This is an optimization exercise on Yosys and OpenROAD, whose aim is small area, not a production implementation.
In this exercise RTL edits were held to simulation tests only and were not proved equivalent to the original.
The clock port is modelled as an ideal driver; clocking choices that lean on that would not hold on a real chip.
Power is estimated from default activity; no workload was simulated.

== run A ==
// udp_loop_top
module udp_loop_top (
  input  logic                        clk,
  input  logic                        rst_n,
  input  logic                        burst_start,
  input  logic [udp_pkg::BURST_W-1:0] burst_len,
  output logic                        busy,
  output logic                        tx_valid,
  output udp_pkg::narrow_beat_t       tx_beat,
  input  logic                        tx_credit,
  input  logic                        rx_valid,
  input  udp_pkg::narrow_beat_t       rx_beat,
  output logic                        rx_credit,
  output logic [udp_pkg::BURST_W-1:0] pkt_count,
  output logic [udp_pkg::ERR_W-1:0]   err_count,
  output logic                        err_flag
);
  function automatic logic [2:0] jc_step(input logic [2:0] q, input logic up, input logic dn);
    if (up && !dn)      jc_step = {q[1:0], !q[2]};
    else if (dn && !up) jc_step = {!q[0], q[2:1]};
    else                jc_step = q;
  endfunction
  logic       gen_valid;
  logic [7:0] pkts_nleft;
  logic [1:0] g_beat;
  logic       g_send, g_ok;
  logic [2:0] f1;
  logic       dn_valid;
  logic       p1;
  assign g_ok   = !((f1[2] && !f1[0]) || (f1[2] && f1[1] && (gen_valid || dn_valid)) ||
                    (f1[1] && gen_valid && dn_valid));
  assign g_send = busy && g_ok;
  assign busy = (pkts_nleft != 8'hff);
  logic [8:0] pl_carry;                                 
  always_comb begin
    pl_carry[0] = g_send && (g_beat == 2'd2);
    for (int i = 0; i < 8; i++) pl_carry[i+1] = pl_carry[i] && pkts_nleft[i];
  end
  always_ff @(posedge clk or negedge rst_n) begin
    if (!rst_n) pkts_nleft <= 8'hff;
    else if (!busy && burst_start) pkts_nleft <= ~burst_len;
    else pkts_nleft <= pkts_nleft ^ pl_carry[7:0];
  end
  always_ff @(posedge clk or negedge rst_n) begin
    if (!rst_n) begin
      gen_valid <= 1'b0;
      g_beat    <= 2'd0;
    end else begin
      gen_valid <= g_send;
      if (g_send) begin
        if (g_beat == 2'd2) begin
          g_beat    <= 2'd0;
        end else begin
          g_beat <= g_beat + 1'b1;
        end
      end
    end
  end
  logic full;
  assign p1 = (f1[0] || f1[2]) && !(dn_valid || full || nar_valid);
  always_ff @(posedge clk or negedge rst_n) begin
  ...
For scale: about 120 flip-flops, ~620 I/O pins, ~0.0085 mm^2 of cells after synthesis.
==> flow/config.mk <==
export PLATFORM = sky130hd
export DESIGN_NAME = udp_loop_top
export DESIGN_NICKNAME = udp_loop_top
export VERILOG_FILES = /design/flow/design.v
export SDC_FILE = /design/flow/constraint.sdc
export NUM_CORES = 4
export LEC_CHECK = 0
export CAP_MARGIN = 20
export CORE_AREA = 65 65 175 175
export DIE_AREA = 0 0 240 240
export SLEW_MARGIN = 20
==> flow/constraint.sdc <==
create_clock -name core_clock -period 10.0 [get_ports {clk}]
set_input_delay 2.0000 -clock core_clock [delete_from_list [all_inputs] [get_ports {clk}]]
set_output_delay 2.0000 -clock core_clock [all_outputs]
set_load 0.01 [all_outputs]
standard.sh (not shown) runs the stock make flow with config.mk's settings and CLKGATE_MAP_FILE= SYNTH_SCRIPT=/design/flow/synth_recipe.tcl, a recipe that flattens the netlist after the stock synthesis.
==> flow/flow/run.sh <==
#!/bin/bash
# The standard layout (standard.sh) with these changes:
#  - synthesis maps the logic with the ABC script flow/abc_area.script
#    (flow/synth.tcl is synth_recipe.tcl with only that change);
#  - the port buffers that global placement inserts are the smallest buffer;
#  - the clock tree is built by flow/manual_cts.tcl before ORFS's CTS step:
#    the flip-flops are split by location into 12 groups, each driven by a
#    clock buffer at its centre, all driven by one root buffer;
#  - constant outputs share one tie cell per value.
set -o pipefail
here=$(pwd)
# The standard flow's synthesis script must be the one we replace
head -1 synth_recipe.tcl | grep -q "proc synth" || exit 1
sed "s#SYNTH_SCRIPT=[^ ]*#SYNTH_SCRIPT=$here/flow/synth.tcl#" standard.sh > my_standard.sh
export MY_ABC_SCRIPT=$here/flow/abc_area.script
export BUFFER_PORTS_ARGS="-buffer_cell sky130_fd_sc_hd__buf_1"
export PRE_CTS_TCL=$here/flow/manual_cts.tcl
export CTS_ARGS="-sink_clustering_enable -repair_clock_nets -dont_use_dummy_load -buf_list {sky130_fd_sc_hd__clkbuf_4 sky130_fd_sc_hd__clkbuf_8}"
export SKIP_REPAIR_TIE_FANOUT=1
bash my_standard.sh > standard.log 2>&1
==> flow/flow/manual_cts.tcl <==
# Manual clock tree: split the clock sinks into N clusters by location
# (k-means) and drive each cluster from one clock buffer placed at its
# centre; the clock port drives only those N buffers.
proc manual_cts { ncl bufcell } {
  set block [ord::get_db_block]
  set dbu [$block getDbUnitsPerMicron]
  set pins {}
  set xs {}
  set ys {}
  foreach pin [get_pins -of_objects [get_nets clk]] {
    if { [get_property $pin direction] != "input" } { continue }
    set it [sta::sta_to_db_pin $pin]
    set inst [$it getInst]
    lassign [$inst getLocation] x y
    lappend pins $pin
    lappend xs [expr { double($x) / $dbu }]
    lappend ys [expr { double($y) / $dbu }]
  }
  set n [llength $pins]
  # initial centres: spread along the sorted x order
  set order [lsort -real -indices $xs]
  set cx {}
  set cy {}
  for { set c 0 } { $c < $ncl } { incr c } {
    set i [lindex $order [expr { int(($c + 0.5) * $n / $ncl) }]]
    lappend cx [lindex $xs $i]
    lappend cy [lindex $ys $i]
  }
  for { set iter 0 } { $iter < 50 } { incr iter } {
    set asg {}
    for { set i 0 } { $i < $n } { incr i } {
      set best 0
      set bd 1e30
      for { set c 0 } { $c < $ncl } { incr c } {
        set d [expr { abs([lindex $xs $i] - [lindex $cx $c]) + abs([lindex $ys $i] - [lindex $cy $c]) }]
        if { $d < $bd } { set bd $d; set best $c }
      }
      lappend asg $best
    }
    set ncx {}
    set ncy {}
    for { set c 0 } { $c < $ncl } { incr c } {
      set sx 0.0; set sy 0.0; set k 0
      for { set i 0 } { $i < $n } { incr i } {
        if { [lindex $asg $i] == $c } {
          set sx [expr { $sx + [lindex $xs $i] }]
          set sy [expr { $sy + [lindex $ys $i] }]
          incr k
        }
      }
      if { $k > 0 } {
        lappend ncx [expr { $sx / $k }]
        lappend ncy [expr { $sy / $k }]
      } else {
        lappend ncx [lindex $cx $c]
        lappend ncy [lindex $cy $c]
      }
    }
    set cx $ncx
    set cy $ncy
  }
  for { set c 0 } { $c < $ncl } { incr c } {
    set group {}
    for { set i 0 } { $i < $n } { incr i } {
      if { [lindex $asg $i] == $c } { lappend group [lindex $pins $i] }
    }
    if { [llength $group] == 0 } { continue }
    puts "manual_cts: buffer $c drives [llength $group] sinks at ([lindex $cx $c], [lindex $cy $c])"
    insert_buffer -buffer_cell $bufcell -net clk -load_pins $group \
      -location [list [lindex $cx $c] [lindex $cy $c]] \
      -buffer_name clkbuf_manual_$c -net_name clknet_manual_$c
  }
}

# a root buffer between the clock port and the leaf buffers
proc manual_root { bufcell } {
  set loads {}
  set sx 0.0; set sy 0.0
  foreach pin [get_pins -of_objects [get_nets clk]] {
    if { [get_property $pin direction] != "input" } { continue }
    lappend loads $pin
  }
  set block [ord::get_db_block]
  set dbu [$block getDbUnitsPerMicron]
  foreach pin $loads {
    lassign [[[sta::sta_to_db_pin $pin] getInst] getLocation] x y
    set sx [expr { $sx + double($x) / $dbu }]
    set sy [expr { $sy + double($y) / $dbu }]
  }
  set k [llength $loads]
  insert_buffer -buffer_cell $bufcell -net clk -load_pins $loads \
    -location [list [expr { $sx / $k }] [expr { $sy / $k }]] \
    -buffer_name clkbuf_manual_root -net_name clknet_manual_root
}

# Run as PRE_CTS_TCL inside ORFS's cts.tcl: 12 leaf buffers under one root.
# clock_tree_synthesis then finds the clock already buffered and adds none.
manual_cts 12 sky130_fd_sc_hd__clkbuf_8
manual_root sky130_fd_sc_hd__clkbuf_16
Other scripts of this flow, unchanged in this note and not shown: flow/flow/abc_area.script, flow/flow/synth.tcl
Setup changes, run A to run B
diff --git a/flow/flow/run.sh b/flow/flow/run.sh
--- a/flow/flow/run.sh
+++ b/flow/flow/run.sh
@@ -6,3 +6,3 @@
 #  - the clock tree is built by flow/manual_cts.tcl before ORFS's CTS step:
-#    the flip-flops are split by location into 12 groups, each driven by a
+#    the flip-flops are split by location into 10 groups, each driven by a
 #    clock buffer at its centre, all driven by one root buffer;
diff --git a/flow/flow/manual_cts.tcl b/flow/flow/manual_cts.tcl
--- a/flow/flow/manual_cts.tcl
+++ b/flow/flow/manual_cts.tcl
@@ -95,5 +95,5 @@
 
-# Run as PRE_CTS_TCL inside ORFS's cts.tcl: 12 leaf buffers under one root.
+# Run as PRE_CTS_TCL inside ORFS's cts.tcl: 10 leaf buffers under one root.
 # clock_tree_synthesis then finds the clock already buffered and adds none.
-manual_cts 12 sky130_fd_sc_hd__clkbuf_8
+manual_cts 10 sky130_fd_sc_hd__clkbuf_8
 manual_root sky130_fd_sc_hd__clkbuf_16
[summary]
Run B ended with every stage complete and zero timing, DRC or antenna violations. Count of non-filler cells in the finished layout: run A vs run B, no meaningful difference. On global-route usage, run B tracks run A almost exactly. Run B vs run A: cell area after layout down in run B. Diff run A -> run B: number of filler instances in the final layout rose about 2.2%, starting density of the core about even, maximum frequency about even, power fell about 1.2%, met3 global-route usage fell 0.69 points. The minimum setup slack in the final design of run B was superior to that of run A.

-- port drivers added, routing unchanged --
In the flow no input, the clock included, has a driving cell. The finished layouts below were timed again as built, in two steps. Step 1, drivers: a clkbuf_16 drives clk and a buf_2 each remaining input, both assumed. Step 2 times the ports against the registers' clock, not the clock port: input delays grow and output delays shrink by t, the midpoint of the rising clock arrivals with the driver on. a / b / c = ideal / step 1 / step 2; a / b = the first two.
| run | shift t [ns] | setup WS [ns] | worst slew at a driven data input, ns |
|---|---|---|---|
| run A | 0.393 | 3.267 / 3.258 / 2.865 | 0.17 |
| run B | 0.392 | 3.281 / 3.267 / 2.876 | 0.17 |
After both steps setup and hold are still met in every run listed. For run B, which loses most, drivers alone change the setup slack by -0.014 ns; drivers and shift together by -0.405 ns.
